What follows belongs to an exercise in optimizing a design on an open flow for small area; a production flow would make more cautious choices.
The RTL was checked by simulation tests, not by an equivalence proof against the original design.
Power figures rest on the tool's default switching activity, not on a simulated workload.

$ cat flow/run.sh
#!/bin/bash
# Standard ORFS layout (standard.sh: the standard flow's synthesis and ORFS steps) with
# two changes: ports are buffered with the smallest buffer (buf_1), and CTS
# adds no dummy loads and builds the tree from small clock buffers.
set -o pipefail
export BUFFER_PORTS_ARGS="-buffer_cell sky130_fd_sc_hd__buf_1"
export CTS_ARGS="-sink_clustering_enable -repair_clock_nets -dont_use_dummy_load -buf_list {sky130_fd_sc_hd__clkbuf_4} -sink_clustering_size 10 -sink_clustering_max_diameter 40"
bash standard.sh > standard.log 2>&1
$ cat standard.sh
#!/bin/bash
# synth_recipe.tcl (not shown) runs the flow's synth.tcl, then flattens the netlist and writes it again
# the make line also repeats each setting of config.mk as NAME=value (left out here)
make -C /OpenROAD-flow-scripts/flow DESIGN_CONFIG=/design/flow/config.mk WORK_HOME=/design/flow/orfs CLKGATE_MAP_FILE= SYNTH_SCRIPT=/design/flow/synth_recipe.tcl "${@:-finish}"
$ cat config.mk
export PLATFORM = sky130hd
export DESIGN_NAME = vehicle_safety_interlock_unit
export DESIGN_NICKNAME = vehicle_safety_interlock_unit
export VERILOG_FILES = /design/flow/design.v
export SDC_FILE = /design/flow/constraint.sdc
export NUM_CORES = 4
export LEC_CHECK = 0
export CAP_MARGIN = 0
export CORE_MARGIN = 2
export CORE_UTILIZATION = 60
export PLACE_DENSITY = 0.8
export SLEW_MARGIN = 0
$ cat constraint.sdc
create_clock -name core_clock -period 7.0 [get_ports {clk}]
set_input_delay 1.4000 -clock core_clock [delete_from_list [all_inputs] [get_ports {clk}]]
set_output_delay 1.4000 -clock core_clock [all_outputs]
set_load 0.01 [all_outputs]
$ cat design.v
package vsi_pkg;
    typedef enum logic [2:0] {
        KIND_TICK      = 3'd0,
        KIND_NAV_BEAT  = 3'd1,
        KIND_NAV_EXIT  = 3'd2,
        KIND_NAV_CMD   = 3'd3,
        KIND_SENSOR    = 3'd4
    } kind_t;
    typedef enum logic [2:0] {
        REFUSE_OK        = 3'd0,
        REFUSE_OVERSPEED = 3'd1,
        REFUSE_OVERSTEER = 3'd2,
        REFUSE_SENSOR    = 3'd3,
        REFUSE_RECOVERY  = 3'd4,
        REFUSE_LOCKED    = 3'd5
    } refusal_t;
    typedef enum logic [2:0] {
        MODE_NORMAL    = 3'd0,
        MODE_NO_SENSOR = 3'd1,
        MODE_RECOVERY  = 3'd2,
        MODE_SHAKING   = 3'd3,
        MODE_LOCKED    = 3'd4
    } mode_t;
    typedef enum logic [2:0] {
        REG_SPEED_LIMIT    = 3'd0,
        REG_STEERING_LIMIT = 3'd1,
        REG_MIN_DISTANCE   = 3'd2,
        REG_SILENCE_LIMIT  = 3'd3,
        REG_CHECK_PERIOD   = 3'd4,
        REG_REST_LIMIT     = 3'd5,
        REG_HOLD           = 3'd6
    } reg_index_t;
    localparam int NOTICE_SLOW   = 0;
    localparam int NOTICE_RESUME = 1;
    localparam int NOTICE_STOP   = 2;
    localparam int NOTICE_LOCK   = 3;
    localparam logic [14:0] SPEED_LIMIT_RST    = 15'd512;
    localparam logic [14:0] STEERING_LIMIT_RST = 15'd6400;
    localparam logic [15:0] MIN_DISTANCE_RST   = 16'd160;
    localparam logic [15:0] SILENCE_LIMIT_RST  = 16'd500;
    localparam logic [15:0] CHECK_PERIOD_RST   = 16'd200;
    localparam logic [15:0] REST_LIMIT_RST     = 16'd5000;
    localparam logic [15:0] HOLD_RST           = 16'd3000;
    localparam logic [15:0] SAT16 = 16'hFFFF;
    localparam logic [31:0] SAT32 = 32'hFFFF_FFFF;
    localparam int IN_DATA_W  = 56;
    localparam int OUT_DATA_W = 80;
endpackage
module vehicle_safety_interlock_unit (
    input  logic        clk,
    input  logic        rst_n,
    input  logic        s_tvalid,
    output logic        s_tready,
    input  logic [55:0] s_tdata,
    input  logic [2:0]  s_tuser,
    output logic        m_tvalid,
    input  logic        m_tready,
    output logic [79:0] m_tdata,
    input  logic        cfg_valid,
    output logic        cfg_ready,
    input  logic [2:0]  cfg_addr,
    input  logic [15:0] cfg_data
);
    function automatic logic gt16(input logic [15:0] a, input logic [15:0] b);
        logic g;
        g = 1'b0;
        for (int i = 0; i < 16; i++)
            g = (a[i] & ~b[i]) | (a[i] & g) | (~b[i] & g);
        gt16 = g;
    endfunction
    function automatic logic cmp16(input logic [15:0] a, input logic [15:0] b,
                                   input logic eq);
        logic g;
        g = eq;
        for (int i = 0; i < 16; i++)
            g = (a[i] & ~b[i]) | (a[i] & g) | (~b[i] & g);
        cmp16 = g;
    endfunction
    function automatic logic ge16(input logic [15:0] a, input logic [15:0] b);
        logic g;
        g = 1'b1;
        for (int i = 0; i < 16; i++)
            g = (a[i] & ~b[i]) | (a[i] & g) | (~b[i] & g);
        ge16 = g;
    endfunction
    function automatic logic [15:0] inc16(input logic [15:0] a, input logic cin);
        logic [15:0] s;
        logic        c, pb, pall;
        c    = cin;
        pb   = 1'b1;
        pall = 1'b1;
        for (int i = 0; i < 16; i++) begin
            if (i % 8 == 0 && i > 0) begin
                pall = pall & pb;
                pb   = 1'b1;
                c    = cin & pall;
            end
            s[i] = a[i] ^ c;
            c    = a[i] & c;
            pb   = pb & a[i];
        end
        inc16 = s;
    endfunction
    function automatic logic [15:0] dec16(input logic [15:0] a, input logic bin);
        logic [15:0] s;
        logic        c, pb, pall;
        c    = bin;
        pb   = 1'b1;
        pall = 1'b1;
        for (int i = 0; i < 16; i++) begin
            if (i % 8 == 0 && i > 0) begin
                pall = pall & pb;
                pb   = 1'b1;
                c    = bin & pall;
            end
            s[i] = a[i] ^ c;
            c    = ~a[i] & c;
            pb   = pb & ~a[i];
        end
        dec16 = s;
    endfunction
    function automatic logic [31:0] sat_inc32(input logic [31:0] a, input logic en);
        logic [31:0] s;
        logic [3:0]  all1;
        logic        e, c;
        for (int k = 0; k < 4; k++)
            all1[k] = &a[8*k +: 8];
        e = en & ~(&all1);
        for (int i = 0; i < 32; i++) begin
            case (i)
                0:  c = e;
                8:  c = e & all1[0];
                16: c = e & all1[0] & all1[1];
                24: c = e & all1[0] & all1[1] & all1[2];
                default: ;
            endcase
            s[i] = a[i] ^ c;
            c    = a[i] & c;
        end
        sat_inc32 = s;
    endfunction
    logic [14:0] speed_limit_n_reg;
    logic [14:0] steering_limit_n_reg;
    logic [15:0] min_distance_n_reg;
    logic [15:0] silence_limit_n_reg;
    logic [15:0] check_period_n_reg;
    logic [15:0] rest_limit_reg;
    logic [15:0] hold_ms_reg;
    always_ff @(posedge clk or negedge rst_n)
    begin
        if (!rst_n)
        begin
            speed_limit_n_reg    <= ~15'd512;
            steering_limit_n_reg <= ~15'd6400;
            min_distance_n_reg   <= ~16'd160;
            silence_limit_n_reg  <= ~16'd500;
            check_period_n_reg   <= ~16'd200;
            rest_limit_reg       <= 16'd5000;
            hold_ms_reg          <= 16'd3000;
        end
        else if (cfg_valid)
        begin
            case (cfg_addr)
                3'd0: speed_limit_n_reg    <= ~cfg_data[14:0];
                3'd1: steering_limit_n_reg <= ~cfg_data[14:0];
                3'd2: min_distance_n_reg   <= ~cfg_data;
                3'd3: silence_limit_n_reg  <= ~cfg_data;
                3'd4: check_period_n_reg   <= ~cfg_data;
                3'd5: rest_limit_reg       <= cfg_data;
                3'd6: hold_ms_reg          <= cfg_data;
                default: ;
            endcase
        end
    end
    logic [14:0] speed_limit_reg, steering_limit_reg;
    logic [15:0] min_distance_reg, silence_limit_reg, check_period_reg;
    assign speed_limit_reg    = ~speed_limit_n_reg;
    assign steering_limit_reg = ~steering_limit_n_reg;
    assign min_distance_reg   = ~min_distance_n_reg;
    assign silence_limit_reg  = ~silence_limit_n_reg;
    assign check_period_reg   = ~check_period_n_reg;
    logic        in_valid_reg;
    logic [2:0]  in_kind_reg;
    logic [31:0] in_pay_reg;
    logic        out_valid_reg;
    logic        advance;
    assign advance   = in_valid_reg && (!out_valid_reg || m_tready);
    assign s_tready  = !in_valid_reg || advance;
    assign cfg_ready = 1'b1;
    always_ff @(posedge clk or negedge rst_n)
    begin
        if (!rst_n)
            in_valid_reg <= 1'b0;
        else if (s_tready)
            in_valid_reg <= s_tvalid;
    end
    always_ff @(posedge clk)
    begin
        if (s_tready)
        begin
            in_kind_reg <= {s_tuser[2], s_tuser[1] | (s_tuser[2] & s_tuser[0]),
                            (s_tuser == 3'd4) ? s_tdata[50] : s_tuser[0]};
            in_pay_reg  <= s_tdata[31:0];
        end
    end
    logic        nav_contact_reg;
    logic        sensor_seen_reg;
    logic        recovering_reg;
    logic        shake_wait_reg;
    logic        lock_flag_reg;
    logic        snap_ok_reg;       
    logic [15:0] snap_dist_reg;     
    logic [15:0] nav_quiet_reg;     
    logic [15:0] sensor_quiet_reg;  
    logic [15:0] check_next_reg;    
    logic [15:0] rest_left_reg;     
    logic [15:0] hold_left_reg;     
    logic        hold_active_reg;   
    logic [31:0] approve_count_reg;
    logic [31:0] reject_count_reg;
    logic        res_cmd_reg;
    logic [2:0]  res_reg;
    logic k_tick, k_beat, k_exit, k_cmd, k_sensor;
    assign k_tick   = advance && (in_kind_reg == 3'd0);
    assign k_beat   = advance && (in_kind_reg == 3'd1);
    assign k_exit   = advance && (in_kind_reg == 3'd2);
    assign k_cmd    = advance && (in_kind_reg == 3'd3);
    assign k_sensor = advance && (in_kind_reg[2:1] == 2'b10);
    logic [15:0] in_speed, in_steer;
    logic        in_shake;
    assign in_speed = in_pay_reg[15:0];
    assign in_steer = in_pay_reg[31:16];
    assign in_shake = in_kind_reg[0];
    logic        nav_sat, sensor_sat;
    logic [15:0] nav_quiet_inc, sensor_quiet_inc, check_phase_inc;
    logic        rest_nz, hold_nz, rest_one, hold_one;
    logic [15:0] rest_left_dec, hold_left_dec;
    logic        check_due, nav_trip, sensor_trip;
    assign nav_sat          = &nav_quiet_reg;
    assign sensor_sat       = &sensor_quiet_reg;
    assign nav_quiet_inc    = inc16(nav_quiet_reg, k_tick & ~nav_sat);
    assign sensor_quiet_inc = inc16(sensor_quiet_reg, k_tick & ~sensor_sat);
    assign check_phase_inc  = inc16(check_next_reg, k_tick);
    assign rest_nz          = |rest_left_reg;
    assign hold_nz          = hold_active_reg & (|hold_left_reg);
    assign rest_one         = (rest_left_reg == 16'd1);
    assign hold_one         = (hold_left_reg == 16'd1);
    assign rest_left_dec    = dec16(rest_left_reg, k_tick & rest_nz);
    assign hold_left_dec    = dec16(hold_left_reg, k_tick & hold_nz);
    assign check_due        = ge16(check_next_reg, check_period_reg);
    assign nav_trip         = nav_contact_reg && cmp16(nav_quiet_reg, silence_limit_reg, ~nav_sat);
    assign sensor_trip      = sensor_seen_reg && cmp16(sensor_quiet_reg, silence_limit_reg, ~sensor_sat);
    logic        over_speed, over_steer, sensor_bad;
    logic [14:0] steer_mag;
    logic [2:0]  refusal;
    assign over_speed = !in_speed[15] && gt16({1'b0, in_speed[14:0]}, {1'b0, speed_limit_reg});
    assign steer_mag  = in_steer[14:0] ^ {15{in_steer[15]}};
    assign over_steer = gt16({steer_mag, in_steer[15]}, {steering_limit_reg, 1'b0});
    assign sensor_bad = !sensor_seen_reg || !snap_ok_reg || !gt16(snap_dist_reg, min_distance_reg);
    always_comb
    begin
        if (lock_flag_reg)       refusal = 3'd5;
        else if (recovering_reg) refusal = 3'd4;
        else if (over_speed)     refusal = 3'd1;
        else if (over_steer)     refusal = 3'd2;
        else if (sensor_bad)     refusal = 3'd3;
        else                     refusal = 3'd0;
    end
    logic cmd_ok, cmd_hold;
    assign cmd_ok   = (refusal == 3'd0);
    assign cmd_hold = !lock_flag_reg && !recovering_reg && !cmd_ok;
    logic lock_now, shake_start, shake_end;
    assign lock_now    = k_tick && shake_wait_reg && rest_one;
    assign shake_start = k_sensor && in_shake && !shake_wait_reg && !lock_flag_reg;
    assign shake_end   = k_sensor && !in_shake && shake_wait_reg;
    logic alive_now, hold_load;
    assign alive_now = k_tick && check_due;
    assign hold_load = (alive_now && (shake_wait_reg || lock_flag_reg || !sensor_seen_reg ||
                                      nav_trip || sensor_trip))
                     || (k_cmd && cmd_hold);
    always_ff @(posedge clk or negedge rst_n)
    begin
        if (!rst_n)
        begin
            nav_contact_reg <= 1'b0;
            sensor_seen_reg <= 1'b0;
            recovering_reg  <= 1'b0;
            shake_wait_reg  <= 1'b0;
            lock_flag_reg   <= 1'b0;
            check_next_reg  <= 16'd1;
            hold_active_reg <= 1'b0;
            approve_count_reg <= 32'd0;
            reject_count_reg  <= 32'd0;
        end
        else
        begin
            if (k_beat || k_cmd)
                nav_contact_reg <= 1'b1;
            else if (k_exit || (alive_now && nav_trip))
                nav_contact_reg <= 1'b0;
            if (k_sensor)
                sensor_seen_reg <= 1'b1;
            else if (alive_now && sensor_trip)
                sensor_seen_reg <= 1'b0;
            if ((alive_now && (nav_trip || sensor_trip)) || (k_cmd && cmd_hold))
                recovering_reg <= 1'b1;
            else if (k_tick && hold_one)
                recovering_reg <= 1'b0;
            if (shake_start)
                shake_wait_reg <= 1'b1;
            else if (shake_end || lock_now)
                shake_wait_reg <= 1'b0;
            if (lock_now)
                lock_flag_reg <= 1'b1;
            if (alive_now)
                check_next_reg <= 16'd1;
            else
                check_next_reg <= check_phase_inc;
            if (hold_load)
                hold_active_reg <= 1'b1;
            approve_count_reg <= sat_inc32(approve_count_reg, k_cmd && cmd_ok);
            reject_count_reg  <= sat_inc32(reject_count_reg, k_cmd && !cmd_ok);
        end
    end
    always_ff @(posedge clk)
    begin
        if (s_tvalid && s_tready && s_tuser == 3'd4)
        begin
            snap_ok_reg   <= s_tdata[32] & s_tdata[33];
            snap_dist_reg <= s_tdata[49:34];
        end
        if (k_beat || k_cmd)
            nav_quiet_reg <= 16'd0;
        else
            nav_quiet_reg <= nav_quiet_inc;
        if (k_sensor)
            sensor_quiet_reg <= 16'd0;
        else
            sensor_quiet_reg <= sensor_quiet_inc;
        if (hold_load)
            hold_left_reg <= hold_ms_reg;
        else
            hold_left_reg <= hold_left_dec;
        if (shake_start)
            rest_left_reg <= rest_limit_reg;
        else
            rest_left_reg <= rest_left_dec;
    end
    always_ff @(posedge clk or negedge rst_n)
    begin
        if (!rst_n)
            out_valid_reg <= 1'b0;
        else if (advance)
            out_valid_reg <= 1'b1;
        else if (m_tready)
            out_valid_reg <= 1'b0;
    end
    always_ff @(posedge clk)
    begin
        if (advance)
        begin
            res_cmd_reg <= k_cmd;
            res_reg     <= k_cmd ? refusal
                                 : {lock_now | shake_end, alive_now,
                                    (alive_now & sensor_trip) | shake_start | shake_end};
        end
    end
    logic [2:0] mode;
    always_comb
    begin
        if (lock_flag_reg)        mode = 3'd4;
        else if (shake_wait_reg)  mode = 3'd3;
        else if (recovering_reg)  mode = 3'd2;
        else if (!sensor_seen_reg) mode = 3'd1;
        else                      mode = 3'd0;
    end
    logic       approved, alive;
    logic [2:0] refusal_out;
    logic [3:0] notice;
    assign approved    = res_cmd_reg & (res_reg == 3'd0);
    assign refusal_out = res_cmd_reg ? res_reg : 3'd0;
    assign alive       = !res_cmd_reg & res_reg[1];
    assign notice[0]   = !res_cmd_reg & (res_reg == 3'b001);
    assign notice[1]   = !res_cmd_reg & (res_reg == 3'b101);
    assign notice[2]   = !res_cmd_reg & res_reg[1] & res_reg[0];
    assign notice[3]   = !res_cmd_reg & res_reg[2] & (res_reg[1] | !res_reg[0]);
    assign m_tvalid = out_valid_reg;
    assign m_tdata  = {3'd0, reject_count_reg, approve_count_reg, mode, hold_nz, alive,
                       notice, refusal_out, approved};
endmodule
==> impl_metrics.csv, run 1 <==
group,metric,value,unit
placement,numPlacedInstances,1667,
clocking,cts_hold_buffers,0,
detailed_routing,totalWireLength,29600,um
sta,finalHoldViolations,0,
synth,register_area_share_after_synthesis,56.6,%
layout,layout.cells.most_common_list,"sky130_fd_sc_hd__buf_1, sky130_fd_sc_hd__ha_1, sky130_fd_sc_hd__dfrtp_1",
sta,period_minus_slack,4.64,ns
sta,max_clock_freq,0.216,GHz
detailed_routing,initialDrtViolationCount,612,
floorplanning,core.rowCount,56,
clocking,cts-root-buf,"sky130_fd_sc_hd__clkbuf_4",
synth,post_synth_and_or_nand_nor_area_fraction,12.0,%
setup_path,critPathArrivalTime,5.17,ns
detailed_routing,routed_wire_length_per_instance,17.3,um
sta,setup_viol_count_final,0,
grt,first_global_vias,9596,
grt,initial_antenna_violation_count,1,
run,max_cap_violations,0,
placement,detailedPlace.worstSlack,2.36,ns
synth,synth_xor_area_share,1.36,%
clocking,clk_latency,0.67,ns
grt,grt.total_usage,24.7,%
clocking,clk_transition_reported_paths,0.10,ns
placement,dp_hpwl,21200,um
floorplanning,boundaryPins,166,
sta,layout_setup_ws,2.36,ns
detailed_routing,avgViaCountPerCell,5.79,
power,clock_power_share,22.3,%
layout,layout-drive-gt1-share,12.6,%
synth,synth_compound_area_share,11.7,%
clocking,clock_tree.htree_level_count,2,
power,power,3.68,mW
synth,synth-main-ff-cell,"sky130_fd_sc_hd__dfrtp_1",
synth,syn-cell-area,14200,um2
sta,period_utilization_post_route,66.3,%
power,power_switching,1.02,mW
floorplanning,dieArea,24800,um2
sta,timing.max_slew.rel_slack,22.4,%
setup_path,setup.worst_path.class,"flip-flop to flip-flop",
setup_path,crit_fanout,21,
power,ir_worst_vdd,0.178,mV
synth,synth-async-reset-ratio,62.3,%
detailed_routing,dr.pass1.iters,6,
grt,grt_first_pass_wirelength,47800,um
power,power.static_leakage,7.32,nW
power,powerDensity,240,nW/um2
power,cell_internal_pwr,2.67,mW
layout,area_growth_syn_to_layout,8.41,%
setup_path,worstSetupEndpointType,"flip-flop",
layout,final_net_count,1600,
floorplanning,effective_utilization_at_floorplan,60.7,%
sta,fin_worst_skew,0.0667,ns
sta,timing.final.max_slew_violations,0,
synth,synthesis.area_per_instance,11.6,um2
grt,globalRouteOverflowTotal,0,
grt,grt_max_degree,82,
clocking,clock_sink_count,318,
clocking,clock_tree_from_tritoncts,"done",
sta,rsz_0062_raised_after_global_routing,"false",
setup_path,worst_ep_required_time,7.53,ns
synth,post_synthesis_cell_count,1218,
placement,port_buffers,156,
clocking,cts.repair.resized,0,
sta,tightestPinTransition,1.16,ns
synth,ys_ff_latch,318,
synth,synth_warnings,1,
layout,layout.cells.most_common,"sky130_fd_sc_hd__buf_1",
detailed_routing,num_vias,9900,
sta,setup_tns,0,ns
layout,final-instance-count-excl-fill,1709,
clocking,max-clock-path-buffers,3,
run_status,status,"complete, no violations",
floorplanning,die-height,158,um
synth,synth_edf_count,56,
synth,synth_mux_area_share,3.82,%
power,pwr-share-comb,13.2,%
placement,gpl.final_weighted_congestion,0.846,
floorplanning,core-area,23300,um2
power,share_seq_of_total_power,64.6,%
detailed_routing,final_antenna_net_count,0,
detailed_routing,drt_drc_violations_left,0,
clocking,number_of_cts_inserted_buffers,41,
worst_hold_path,hp-class,"flip-flop to flip-flop",
floorplanning,die_w,158,um
power,switching_share,27.6,%
synth,synth_top_family_by_area,"simple AND/OR/NAND/NOR gates",
synth,synth.distinct_cells,70,
synth,synthAdderAreaFrac,11.4,%
clocking,cts.repair_timing.setup_buffer_count,0,
setup_path,cp-start-kind,"flip-flop",
-- synth_stat cells, drive strengths merged (4+ instances only) --
cell type	count	area [um2]
inv	67	251
clkbuf	23	86.3
o221ai	13	114
o211ai	6	45.0
dfxtp	64	1280
o22ai	26	163
a31oi	7	43.8
dfrtp	122	3050
nor2	105	394
edfxtp	56	1680
nor4	12	96.3
a211oi	9	67.6
a22oi	19	148
o21ai	53	265
a21oi	77	385
dfstp	76	2000
and2	48	300
mux2i	15	150
mux2	34	390
buf	11	90.1
o31ai	5	37.5
nor2b	5	31.3
or2	5	31.3
a221oi	11	96.3
nor3	14	70.1
xnor2	9	78.8
xor2	13	114
nand4	32	219
maj3	4	40.0
nand3	10	50.1
nand2	79	297
ha	126	1580
nand2b	8	50.1
a21o	5	37.5
or3	5	31.3
-- power by group through the flow --
stage / sequential [mW] / clock, mW / combinational (mW)
after global routing: 2.41 / 0.923 / 0.562
after detailed placement: 2.40 / 0 / 0.488
after global placement: 2.39 / 0 / 0.459
final: 2.38 / 0.819 / 0.486
after floorplan: 2.35 / 0 / 0.342
after CTS: 2.37 / 0.849 / 0.490
-- worst max-delay path: stages (launching register included) --
cell	delay (ns)
sky130_fd_sc_hd__edfxtp_1	0.78
sky130_fd_sc_hd__inv_2	0.22
sky130_fd_sc_hd__a221oi_1	0.35
sky130_fd_sc_hd__o22ai_1	0.17
sky130_fd_sc_hd__a21o_1	0.18
sky130_fd_sc_hd__a211oi_1	0.54
sky130_fd_sc_hd__nor4_2	0.24
sky130_fd_sc_hd__o311ai_0	0.31
sky130_fd_sc_hd__inv_1	0.14
sky130_fd_sc_hd__and2_1	0.20
sky130_fd_sc_hd__ha_1	0.18
sky130_fd_sc_hd__ha_1	0.19
sky130_fd_sc_hd__ha_1	0.19
sky130_fd_sc_hd__ha_1	0.18
sky130_fd_sc_hd__ha_1	0.18
sky130_fd_sc_hd__ha_1	0.18
sky130_fd_sc_hd__ha_1	0.19
sky130_fd_sc_hd__xor2_1	0.14
-- per-stage QoR --
step	utilization (%)	area [um2]	hold slack (ns)
2_1_floorplan	-	14200	0.427
3_3_place_gp	64.4	15000	0.446
3_5_place_dp	64.4	15000	0.446
4_1_cts	65.7	15300	0.472
5_1_grt	65.8	15300	0.504
6_report	65.8	15300	0.468
-- cells by family (layout without fill, tap and decap cells) --
kind of cell | after synthesis | in the layout
other | 2 | 5
AOI/OAI and AO/OA | 257 | 257
xor gates and xnor gates | 22 | 22
DFF | 318 | 318
and+or+nand+nor | 339 | 339
adders and majority gates | 130 | 130
muxes | 49 | 49
buffers and inverters | 101 | 270
-- final timing paths --
path / start / slack (ns) / to / depth (start not counted)
worst max-delay path: in_pay_reg[31] / 2.36 / approve_count_reg[23] / 17
worst min-delay path: hold_active_reg / 0.47 / hold_active_reg / 1
worst max register to register: in_pay_reg[31] / 2.36 / approve_count_reg[23] / 17
worst min register to register: hold_active_reg / 0.47 / hold_active_reg / 1
max in group asynchronous: rst_n / 4.64 / out_valid_reg / 2
min in group asynchronous: rst_n / 0.88 / approve_count_reg[22] / 1
-- metal layers --
layer  vias up  track usage, %  wire [um]
met1      4813            33.1      12800
met2       272            40.3      14200
met4         0            10.1       1030
met3        61            4.08       1590
met5         -               0          0
li1       4754               -          -
-- area by class of cell --
cell class,count,area (um2)
timing repair buffer,162,634
inverter,67,251
multi-input combinational,801,5740
tap,319,399
sequential,318,8010
fill,1797,7990
clock buffer,41,308
antenna,1,2.50
==> run 2, diff against run 1 <==
--- a/flow/run.sh
+++ b/flow/run.sh
@@ -5,4 +5,4 @@
 set -o pipefail
 export BUFFER_PORTS_ARGS="-buffer_cell sky130_fd_sc_hd__buf_1"
-export CTS_ARGS="-sink_clustering_enable -repair_clock_nets -dont_use_dummy_load -buf_list {sky130_fd_sc_hd__clkbuf_4} -sink_clustering_size 10 -sink_clustering_max_diameter 40"
+export CTS_ARGS="-repair_clock_nets -dont_use_dummy_load -buf_list {sky130_fd_sc_hd__clkbuf_8}"
 bash standard.sh > standard.log 2>&1
==> run 2 against run 1 <==
Still clean on timing, DRC and antenna. Worst hold slack lost 0.0082 ns. Non-clock buffer count unchanged. Cell area increased by 2.4%. Sequential share of layout area down 1.2 points. Critical path depth did not move. Core utilization rose by 1.6 points. Clock power up about 50%. Sequential power hardly changed. Combinational power barely moved. Die area unchanged. Register-to-register slack got worse by 0.09 ns. Largest cell class unchanged. Highest routed layer unchanged.
==> impl_metrics.csv, run 2 <==
group,metric,value,unit
detailed_routing,initialDrtViolationCount,695,
synth,ys_ff_latch,318,
detailed_routing,avgViaCountPerCell,5.79,
synth,synth-async-reset-ratio,62.3,%
floorplanning,boundaryPins,166,
setup_path,critical-path-top-delay-family,"compound AO/OA/AOI/OAI gates",
layout,layout.cells.most_common,"sky130_fd_sc_hd__buf_1",
clocking,clk_latency,0.60,ns
grt,grt_max_degree,82,
sta,setup_viol_count_final,0,
layout,antenna_cells_inserted,0,
setup_path,cp-start-kind,"flip-flop",
synth,synth_area_leader_cell,"sky130_fd_sc_hd__dfrtp_1",
worst_hold_path,timing.hold.worst_endpoint,"hold_active_reg",
synth,netlist_top_cells_area,"sky130_fd_sc_hd__dfrtp_1, sky130_fd_sc_hd__dfstp_2, sky130_fd_sc_hd__edfxtp_1",
power,power.static_leakage,7.48,nW
placement,gpl.final_weighted_congestion,0.846,
detailed_routing,final_antenna_net_count,0,
layout,layout.cells.most_common_list,"sky130_fd_sc_hd__buf_1, sky130_fd_sc_hd__ha_1, sky130_fd_sc_hd__dfrtp_1",
setup_path,r2r_start,"in_pay_reg[31]",
layout,final_net_count,1608,
detailed_routing,drt_drc_violations_left,0,
setup_path,r2r.worst_path.cells,17,
layout,area_growth_syn_to_layout,11.0,%
grt,initial_antenna_violation_count,0,
synth,synth.cells.most_frequent,"sky130_fd_sc_hd__ha_1, sky130_fd_sc_hd__dfrtp_1, sky130_fd_sc_hd__nor2_1",
detailed_routing,totalWireLength,30200,um
synth,syn-cell-area,14200,um2
sta,period_utilization_post_route,67.6,%
sta,timing.max_slew.rel_slack,21.8,%
power,power,4.10,mW
setup_path,crit_chain,"inv_2, a221oi_1, o22ai_1, a21o_1, a211oi_1, nor4_2, o311ai_0, inv_1, and2_1, ha_1, ha_1, ha_1, ha_1, ha_1, ha_1, ha_1, xor2_1",
sta,max_clock_freq,0.211,GHz
run_status,status,"complete, no violations",
clocking,number_of_cts_inserted_buffers,49,
clocking,cts.repair.resized,0,
grt,grt_first_pass_wirelength,48600,um
detailed_routing,routed_wire_length_per_instance,17.6,um
synth,synth_warnings,1,
clocking,cts.repair_timing.setup_buffer_count,0,
floorplanning,die-height,158,um
synth,yosysTopAreaCellShare,21.6,%
placement,port_buffers,156,
worst_hold_path,worstHoldStart,"hold_active_reg",
run,max_cap_violations,0,
clocking,max-clock-path-buffers,3,
worst_hold_path,worst_hold_path.num_cells,1,
grt,first_global_vias,9756,
floorplanning,dieArea,24800,um2
sta,finalHoldViolations,0,
clocking,cts-root-buf,"sky130_fd_sc_hd__clkbuf_8",
synth,synthesis.area_per_instance,11.6,um2
clocking,cts_hold_buffers,0,
setup_path,setup.worst_path.class,"flip-flop to flip-flop",
setup_path,r2r_setup_slk,2.27,ns
power,powerDensity,261,nW/um2
floorplanning,core.rowCount,56,
setup_path,cp_slowest_stage_delay,0.79,ns
setup_path,r2r_end,"approve_count_reg[23]",
clocking,clock_sink_count,318,
detailed_routing,dr.pass1.iters,6,
setup_path,critPathMostFrequentCell,"sky130_fd_sc_hd__ha_1",
power,ir_worst_vdd,0.153,mV
sta,timing.final.max_slew_violations,0,
floorplanning,effective_utilization_at_floorplan,60.7,%
grt,grt.total_usage,25.3,%
sta,rsz_0062_raised_after_global_routing,"false",
sta,period_minus_slack,4.73,ns
setup_path,worstSetupEndpointType,"flip-flop",
clocking,clock_tree_from_tritoncts,"done",
worst_hold_path,hp-class,"flip-flop to flip-flop",
setup_path,crit_fanout,21,
synth,synth.distinct_cells,70,
setup_path,path_buf_inv,2,
floorplanning,core-area,23300,um2
setup_path,critPathArrivalTime,5.20,ns
placement,dp_hpwl,21200,um
synth,synth-main-ff-cell,"sky130_fd_sc_hd__dfrtp_1",
sta,setup_tns,0,ns
grt,globalRouteOverflowTotal,0,
clocking,clock_tree.htree_level_count,5,
synth,post_synthesis_cell_count,1218,
setup_path,cpMaxStageDelayCell,"sky130_fd_sc_hd__edfxtp_1",
synth,register_area_share_after_synthesis,56.6,%
clocking,clk_transition_reported_paths,0.08,ns
setup_path,worst_ep_required_time,7.47,ns
detailed_routing,num_vias,9933,
sta,fin_worst_skew,0.0511,ns
layout,layout-drive-gt1-share,13.1,%
synth,synth_edf_count,56,
synth,synthMostInstantiatedCell,"sky130_fd_sc_hd__ha_1",
floorplanning,die_w,158,um
sta,tightestPinTransition,1.17,ns
run 2: cell counts after synthesis:
No cell type changed its count.
run 2: metal layers:
layer	GRT usage, %	routed length, um	vias to the layer above
met4	10.8	1100	0
met2	40.9	14500	306
li1	-	-	4749
met3	4.85	1650	67
met5	0	0	-
met1	33.6	13000	4811
run 2: cell type report:
type	count	area, um2
flip-flops and latches	318	8010
fillers	1717	7620
multi-input cells	801	5740
clock buffers	49	674
repair buffers	162	634
well taps	319	399
inverters	67	251
run 2: worst max path at each step:
stage                     slack (ns)  cells after the start               endpoint            from
final                           2.27                     17  approve_count_reg[23]  in_pay_reg[31]
after global routing            1.95                     17  approve_count_reg[23]  in_pay_reg[31]
after CTS                       2.34                     17  approve_count_reg[23]  in_pay_reg[31]
after detailed placement        2.36                     17  approve_count_reg[23]  in_pay_reg[31]
after global placement          2.51                     17  approve_count_reg[23]  in_pay_reg[31]
after floorplan                 3.15                     17  approve_count_reg[23]        m_tready
run 2: power breakdown:
part	leakage [nW]	total, mW	internal (mW)	switching [mW]
combinational	3.65	0.487	0.217	0.270
clock	0.352	1.23	0.619	0.614
sequential	3.48	2.38	2.18	0.201
run 2: kinds of logic after synthesis:
kind of cell    Yosys count  synth area share [%]
compound gates          257                  11.7
xor+xnor                 22                  1.36
fa+ha+maj               130                  11.4
buf+inv                 101                  3.02
flops                   318                  56.6
mux                      49                  3.82
other cells               2                0.0531
simple gates            339                  12.0
run 2: worst register-to-register path, delay by kind of cell, from the launching register on:
family,cells,cell delay (ns)
AOI/OAI and AO/OA,5,1.59
xor gates and xnor gates,1,0.14
adders and majority gates,7,1.30
buffers and inverters,2,0.37
DFF,1,0.79
and+or+nand+nor,2,0.44
run 2: through the flow:
stage | setup WS (ns) | hold WS, ns | cell area [um2] | cells | utilization, %
final | 2.27 | 0.460 | 15700 | 1716 | 67.3
after CTS | 2.34 | 0.464 | 15700 | 1716 | 67.3
after detailed placement | 2.36 | 0.446 | 15000 | 1667 | 64.4
after floorplan | 3.15 | 0.427 | 14200 | 1220 | -
after global routing | 1.95 | 0.495 | 15700 | 1716 | 67.3
after global placement | 2.51 | 0.446 | 15000 | 1667 | 64.4
==> run 3, diff against run 2 <==
--- a/flow/run.sh
+++ b/flow/run.sh
@@ -5,4 +5,4 @@
 set -o pipefail
 export BUFFER_PORTS_ARGS="-buffer_cell sky130_fd_sc_hd__buf_1"
-export CTS_ARGS="-repair_clock_nets -dont_use_dummy_load -buf_list {sky130_fd_sc_hd__clkbuf_8}"
+export CTS_ARGS="-sink_clustering_enable -repair_clock_nets -dont_use_dummy_load -buf_list {sky130_fd_sc_hd__clkbuf_4 sky130_fd_sc_hd__clkbuf_8} -root_buf sky130_fd_sc_hd__clkbuf_8 -sink_clustering_buffer sky130_fd_sc_hd__clkbuf_4 -sink_clustering_size 12 -sink_clustering_max_diameter 45"
 bash standard.sh > standard.log 2>&1
==> run 3 against run 2 <==
Still clean. Synthesized cell count did not move. Global-route usage fell by 0.59 points. Core utilization down 1.6 points. Sequential power about the same. Die area unchanged. Via count fell by 1.1%. Non-clock buffer count unchanged. Wire length is 1.9% lower. Cell count down 0.82%. Maximum frequency is 1.7% higher. Worst setup slack better by 0.079 ns.
==> impl_metrics.csv, run 3 <==
group,metric,value,unit
run_status,status,"complete, no violations",
sta,timing.max_slew.rel_slack,22.2,%
grt,first_global_vias,9573,
layout,layout.cells.most_common_list,"sky130_fd_sc_hd__buf_1, sky130_fd_sc_hd__ha_1, sky130_fd_sc_hd__dfrtp_1",
synth,register_area_share_after_synthesis,56.6,%
setup_path,critPathArrivalTime,5.09,ns
setup_path,crit_fanout,21,
setup_path,worstSetupEndpointType,"flip-flop",
setup_path,worst_ep_required_time,7.44,ns
layout,area_growth_syn_to_layout,8.29,%
detailed_routing,drt_drc_violations_left,0,
synth,synth_edf_count,56,
clocking,clock_tree.htree_level_count,2,
detailed_routing,num_vias,9826,
synth,synthesis.area_per_instance,11.6,um2
power,power.static_leakage,7.30,nW
floorplanning,die-height,158,um
worst_hold_path,hp-class,"flip-flop to flip-flop",
layout,layout-drive-gt1-share,12.2,%
synth,synth_top_family_by_area,"simple AND/OR/NAND/NOR gates",
clocking,clock_sink_count,318,
synth,synthAdderAreaFrac,11.4,%
grt,grt.total_usage,24.7,%
sta,tightestPinTransition,1.16,ns
placement,port_buffers,156,
sta,period_utilization_post_route,66.4,%
clocking,number_of_cts_inserted_buffers,35,
sta,setup_tns,0,ns
clocking,cts.repair.resized,0,
layout,final_net_count,1594,
grt,grt_max_degree,82,
grt,globalRouteOverflowTotal,0,
floorplanning,core.rowCount,56,
setup_path,cpMaxStageDelayCell,"sky130_fd_sc_hd__edfxtp_1",
power,ir_worst_vdd,0.167,mV
floorplanning,effective_utilization_at_floorplan,60.7,%
setup_path,crit_chain,"inv_2, a221oi_1, o22ai_1, a21o_1, a211oi_1, nor4_2, o311ai_0, inv_1, and2_1, ha_1, ha_1, ha_1, ha_1, ha_1, ha_1, ha_1, xor2_1",
detailed_routing,initialDrtViolationCount,600,
placement,dp_hpwl,21200,um
power,power,3.68,mW
detailed_routing,final_antenna_net_count,0,
placement,gpl.final_weighted_congestion,0.846,
setup_path,cp_slowest_stage_delay,0.79,ns
floorplanning,core-area,23300,um2
clocking,cts.repair_timing.setup_buffer_count,0,
layout,layout.cells.most_common,"sky130_fd_sc_hd__buf_1",
synth,synth.distinct_cells,70,
floorplanning,dieArea,24800,um2
power,powerDensity,240,nW/um2
detailed_routing,totalWireLength,29700,um
clocking,clk_latency,0.55,ns
sta,rsz_0062_raised_after_global_routing,"false",
run,max_cap_violations,0,
setup_path,critPathMostFrequentCell,"sky130_fd_sc_hd__ha_1",
grt,initial_antenna_violation_count,0,
sta,period_minus_slack,4.65,ns
synth,synth_warnings,1,
sta,finalHoldViolations,0,
sta,max_clock_freq,0.215,GHz
synth,synth.cells.most_frequent,"sky130_fd_sc_hd__ha_1, sky130_fd_sc_hd__dfrtp_1, sky130_fd_sc_hd__nor2_1",
clocking,cts-root-buf,"sky130_fd_sc_hd__clkbuf_8",
clocking,clk_transition_reported_paths,0.12,ns
grt,grt_first_pass_wirelength,47900,um
floorplanning,die_w,158,um
synth,post_synth_and_or_nand_nor_area_fraction,12.0,%
sta,timing.final.max_slew_violations,0,
clocking,cts_hold_buffers,0,
layout,antenna_cells_inserted,0,
synth,netlist_top_cells_area,"sky130_fd_sc_hd__dfrtp_1, sky130_fd_sc_hd__dfstp_2, sky130_fd_sc_hd__edfxtp_1",
detailed_routing,avgViaCountPerCell,5.77,
synth,yosysTopAreaCellShare,21.6,%
synth,post_synthesis_cell_count,1218,
synth,synth_area_leader_cell,"sky130_fd_sc_hd__dfrtp_1",
clocking,clock_tree_from_tritoncts,"done",
synth,synthMostInstantiatedCell,"sky130_fd_sc_hd__ha_1",
clocking,max-clock-path-buffers,3,
synth,synth-async-reset-ratio,62.3,%
sta,holdWs,0.476,ns
synth,synth_compound_area_share,11.7,%
detailed_routing,routed_wire_length_per_instance,17.4,um
setup_path,setup.worst_path.class,"flip-flop to flip-flop",
setup_path,cp-start-kind,"flip-flop",
synth,synth_xor_area_share,1.36,%
detailed_routing,dr.pass1.iters,5,
synth,ys_ff_latch,318,
synth,synth-main-ff-cell,"sky130_fd_sc_hd__dfrtp_1",
synth,syn-cell-area,14200,um2
sta,fin_worst_skew,0.0587,ns
floorplanning,boundaryPins,166,
sta,setup_viol_count_final,0,
synth,synth_mux_area_share,3.82,%
-- run 3: worst paths after layout --
kind | from | to | slack [ns] | cells after the start
min in group asynchronous | rst_n | approve_count_reg[13] | 0.95 | 1
worst min register to register | hold_active_reg | hold_active_reg | 0.48 | 1
worst max register to register | in_pay_reg[31] | approve_count_reg[23] | 2.35 | 17
worst max-delay path | in_pay_reg[31] | approve_count_reg[23] | 2.35 | 17
worst min-delay path | hold_active_reg | hold_active_reg | 0.48 | 1
max in group asynchronous | rst_n | out_valid_reg | 4.50 | 2
-- run 3: stage by stage --
stage / utilization (%) / cell area [um2] / setup WS, ns / instances
3_3_place_gp: 64.4 / 15000 / 2.51 / 1667
4_1_cts: 65.7 / 15300 / 2.37 / 1702
6_report: 65.7 / 15300 / 2.35 / 1702
3_5_place_dp: 64.4 / 15000 / 2.36 / 1667
5_1_grt: 65.7 / 15300 / 1.97 / 1702
2_1_floorplan: - / 14200 / 3.15 / 1220
-- run 3: kinds of logic (layout without fill, tap and decap cells) --
logic type,after synthesis,after routing
and+or+nand+nor,339,339
DFF,318,318
AOI/OAI and AO/OA,257,257
adders and majority gates,130,130
buffers and inverters,101,264
muxes,49,49
xor gates and xnor gates,22,22
other,2,4
-- run 3: worst max-delay path, delay by kind of cell, from the launching register on --
kind	cells	cell delay, ns
buffers and inverters	2	0.36
adder cells (fa/ha/maj)	7	1.30
AND/OR/NAND/NOR	2	0.44
flip-flops	1	0.79
AO/OA/AOI/OAI	5	1.54
XOR/XNOR	1	0.14
-- run 3: final cells by class --
type | instances | area (um2)
fill | 1799 | 8010
timing repair buffer | 162 | 634
inverter | 67 | 251
tap | 319 | 399
clock buffer | 35 | 294
sequential | 318 | 8010
multi-input combinational | 801 | 5740
-- run 3: metal layers --
| layer | part of all wire [%] | track usage, % |
|---|---|---|
| met3 | 5.4 | 4.74 |
| met2 | 48 | 40.7 |
| met5 | 0 | 0 |
| met4 | 3.1 | 8.79 |
| met1 | 44 | 32.9 |
-- run 3: power breakdown --
part	total (mW)	leakage (nW)	switching (mW)	internal, mW
Combinational	0.487	3.65	0.270	0.218
Clock	0.818	0.174	0.552	0.266
Sequential	2.38	3.48	0.199	2.18
Total	3.68	7.30	1.02	2.66

## port drivers added, routing unchanged
Ports are ideal in the flow. The routed layouts listed here were re-timed in OpenROAD. Step 1, drivers: a clkbuf_16 drives clk and a buf_2 each remaining input, both assumed. Step 2, shift: input delay + t, output delay - t, t = (earliest + latest rising clock arrival at the registers) / 2. This alone moves slack from input paths to output paths. a / b / c = ideal / step 1 / step 2; a / b = the first two.
run | t (ns) | setup WS [ns] | hold slack, ns | worst setup path at the end | cell pins on the clock port's net
run 1 | 0.677 | 2.360 / 2.360 / 2.360 | 0.468 / 0.468 / 0.468 | register to register | 1
run 2 | 0.617 | 2.271 / 2.271 / 2.271 | 0.460 / 0.460 / 0.460 | register to register | 1
run 3 | 0.570 | 2.350 / 2.350 / 2.350 | 0.476 / 0.476 / 0.476 | register to register | 1
After both steps every run listed still meets setup and hold.
